What follows belongs to an exercise in optimizing a design on an open flow for small area and a short achievable clock period; a production flow would make more cautious choices. The RTL was checked by simulation tests, not by an equivalence proof against the original design. Power figures rest on the tool's default switching activity, not on a simulated workload.

## noc_router
module noc_router (
    input  logic          clk,
    input  logic          reset,
    output logic          polarity,
    input  logic [324:0]  in_link,     
    output logic [4:0]    in_ready,
    output logic [324:0]  out_link,
    input  logic [4:0]    out_ready
);
    logic [319:0] head_pkt;    
    logic [24:0]  req;         
    logic [24:0]  grant;       
    logic [4:0]   granted;
    always_ff @(posedge clk) begin
        if (reset)
            polarity <= 1'b0;
        else
            polarity <= ~polarity;
    end
    always_comb begin
        granted = '0;
        for (int o = 0; o < 5; o++)
            granted = granted | grant[5*o +: 5];
    end
    noc_input_bank u_in_bank (
        .clk      (clk),
        .reset    (reset),
        .in_link  (in_link),
        .in_ready (in_ready),
        .granted  (granted),
        .head_pkt (head_pkt),
        .req      (req)
    );
    for (genvar o = 0; o < 5; o++) begin : g_out
        noc_output_port #(
            .PORT (o)
        ) u_out (
            .clk       (clk),
            .reset     (reset),
            .head_pkt  (head_pkt),
            .req       (req[5*o +: 5]),
            .grant     (grant[5*o +: 5]),
            .out_ready (out_ready[o]),
            .out_link  (out_link[65*o +: 65])
        );
    end
endmodule
Size: roughly 3,300 cells after synthesis, about 1,300 flip-flops, roughly 40,000 sq um of cells after synthesis.
==> flow/config.mk <==
export PLATFORM = sky130hd
export DESIGN_NAME = noc_router
export DESIGN_NICKNAME = noc_router
export VERILOG_FILES = /design/flow/design.v
export SDC_FILE = /design/flow/constraint.sdc
export NUM_CORES = 4
export LEC_CHECK = 0
export CAP_MARGIN = 10
export CORE_MARGIN = 2
export CORE_UTILIZATION = 55
export CTS_BUF_LIST = sky130_fd_sc_hd__clkbuf_16
export CTS_CLUSTER_DIAMETER = 80
export CTS_CLUSTER_SIZE = 30
export PLACE_DENSITY = 0.7
export SLEW_MARGIN = 10
==> flow/constraint.sdc <==
create_clock -name core_clock -period 10.0 [get_ports {clk}]
set_input_delay 2.0000 -clock core_clock [delete_from_list [all_inputs] [get_ports {clk}]]
set_output_delay 2.0000 -clock core_clock [all_outputs]
set_load 0.01 [all_outputs]
standard.sh (not shown) runs the stock make flow with config.mk's settings and CLKGATE_MAP_FILE= SYNTH_SCRIPT=/design/flow/synth_recipe.tcl, a recipe that flattens the netlist after the stock synthesis.
==> flow/flow/run.sh <==
#!/bin/bash
# Own layout flow: the standard flow, with
#  - the standard flow's synthesis script, but an area-oriented ABC mapping script
#  - small buffers on the ports instead of the clkdlybuf4s50 cells that
#    buffer_ports picks by default
#  - timing repair aiming well past the 10 ns target
# Each tool's output goes to a log file in the work folder.
set -euo pipefail
WORK=$(pwd)
export FLOW_FLOW_DIR=$WORK/flow
{ head -n 1 synth_recipe.tcl; cat flow/abc_override.tcl; tail -n +2 synth_recipe.tcl; } > own_synth.tcl
export BUFFER_PORTS_ARGS="-buffer_cell sky130_fd_sc_hd__buf_1"
# The clock target is 10 ns, so without a margin timing repair never runs;
# ask it to aim for a shorter achieved period
export SETUP_SLACK_MARGIN=5.7
bash standard.sh SYNTH_SCRIPT=$WORK/own_synth.tcl finish > standard_flow.log 2>&1
==> flow/flow/abc_override.tcl <==
# Map with an area-oriented ABC script instead of ORFS's; everything else in
# the synthesis is the standard one
proc abc {args} {
  set i [lsearch -exact $args -script]
  if { $i >= 0 } {
    lset args [expr {$i + 1}] $::env(FLOW_FLOW_DIR)/area.abc
  }
  yosys abc {*}$args
}
==> flow/flow/area.abc <==
&get -n
&st
&dch -f
&nf -a -R 1000
&put
Next try:
- CTS_CLUSTER_SIZE: 30 -> 25
Effect: Area after synthesis stays the same. Utilization climbs by 0.23 points. Clock power climbs by about 5%. Total power climbs by 1.3%. Wire length stays flat. Worst setup slack is about the same.

========
Setup of trial 37:
noc_router, a different RTL version from the one above (not shown whole).
Size in the first run: roughly 1300 flip-flops.
Design noc_router, start of the top module:
module noc_router (
    input  logic          clk,
    input  logic          reset,
    output logic          polarity,
    input  logic [324:0]  in_link,     
    output logic [4:0]    in_ready,
    output logic [324:0]  out_link,
    input  logic [4:0]    out_ready
);
export LEC_CHECK = 0
export CAP_MARGIN = 20
export CORE_MARGIN = 2
export CORE_UTILIZATION = 55
export CTS_BUF_LIST = sky130_fd_sc_hd__clkbuf_4 sky130_fd_sc_hd__clkbuf_8
export PLACE_DENSITY = 0.7
export SLEW_MARGIN = 20
create_clock -name core_clock -period 10.0 [get_ports {clk}]
==> flow/flow/run.sh <==
#!/bin/bash
# Own layout flow: the standard flow, with
#  - the standard flow's synthesis script, but an area-oriented ABC mapping script
#  - small buffers on the ports instead of the clkdlybuf4s50 cells that
#    buffer_ports picks by default
#  - timing repair aiming well past the 10 ns target
# Each tool's output goes to a log file in the work folder.
set -euo pipefail
WORK=$(pwd)
export FLOW_FLOW_DIR=$WORK/flow
{ head -n 1 synth_recipe.tcl; cat flow/abc_override.tcl; tail -n +2 synth_recipe.tcl; } > own_synth.tcl
export BUFFER_PORTS_ARGS="-buffer_cell sky130_fd_sc_hd__buf_1"
# The clock target is 10 ns, so without a margin timing repair never runs;
# ask it to aim for a shorter achieved period
export SETUP_SLACK_MARGIN=5.6
bash standard.sh SYNTH_SCRIPT=$WORK/own_synth.tcl finish > standard_flow.log 2>&1
Scripts as last shown in full above: flow/flow/abc_override.tcl, flow/flow/area.abc
Trial 37 completed every stage of the flow, and the final layout passed the timing, DRC and antenna checks.
[inputs] build 21 vs trial 37
# trial 37
export LEC_CHECK = 0
export CAP_MARGIN = 20
export CORE_MARGIN = 2
export CORE_UTILIZATION = 55
export CTS_BUF_LIST = sky130_fd_sc_hd__clkbuf_4 sky130_fd_sc_hd__clkbuf_8
export PLACE_DENSITY = 0.7
export SLEW_MARGIN = 20
create_clock -name core_clock -period 10.0 [get_ports {clk}]
# build 21
export LEC_CHECK = 0
export CAP_MARGIN = 20
export CORE_MARGIN = 2
export CORE_UTILIZATION = 55
export CTS_BUF_LIST = sky130_fd_sc_hd__clkbuf_16
export CTS_CLUSTER_DIAMETER = 80
export CTS_CLUSTER_SIZE = 25
export PLACE_DENSITY = 0.7
export SLEW_MARGIN = 20
create_clock -name core_clock -period 10.0 [get_ports {clk}]
-- flow/flow/run.sh --
<<< trial 37, line 15
export SETUP_SLACK_MARGIN=5.6
>>> build 21, line 15
export SETUP_SLACK_MARGIN=5.7
### Flow results
- In summary, build 21 completed successfully, with a layout that passed the timing, DRC and antenna checks.
- Cell count: build 21 lower than trial 37
- Delta (build 21 minus trial 37): layout cell share with drive strength beyond 1 moved down; power share of the clock group moved down; worst slew slack as a fraction of its limit moved down; clock-buffer cell count moved down.
- Of trial 37 and build 21, the lower final core utilization belongs to build 21.
- Against trial 37 as the reference, build 21 delivers a lower final-layout clock-cell area share.
- Compared with trial 37, build 21 shows detailed-route via count that has gone down by a few percent.

-- what the ideal ports hide --
Ports are ideal in the flow. The routed layouts listed here were re-timed in OpenROAD.
Step 1, drivers: a clkbuf_16 drives clk and a buf_2 each remaining input, both assumed.
Step 2 moves the port delays by t, midway between the first and last clock arrival at a register: inputs arrive t later, outputs are due t later. That takes back most of the time a late clock gives input paths.
Slacks: no drivers / after step 1 / after step 2; pairs: no drivers / after step 1.
| run | t, ns | setup slack, ns | cell pins on the clock port's net |
|---|---|---|---|
| the first run of note 1 | 0.722 | 5.645 / 5.601 / 5.601 | 1 |
| the second run of note 1 | 0.733 | 5.645 / 5.603 / 5.603 | 1 |
| trial 37 | 0.894 | 5.632 / 5.610 / 5.610 | 1 |
| build 21 | 0.746 | 5.655 / 5.628 / 5.628 | 1 |
After both steps every run listed still meets setup and hold. For the first run of note 1, which loses most, drivers alone change the setup slack by -0.044 ns; drivers and shift together by -0.044 ns.
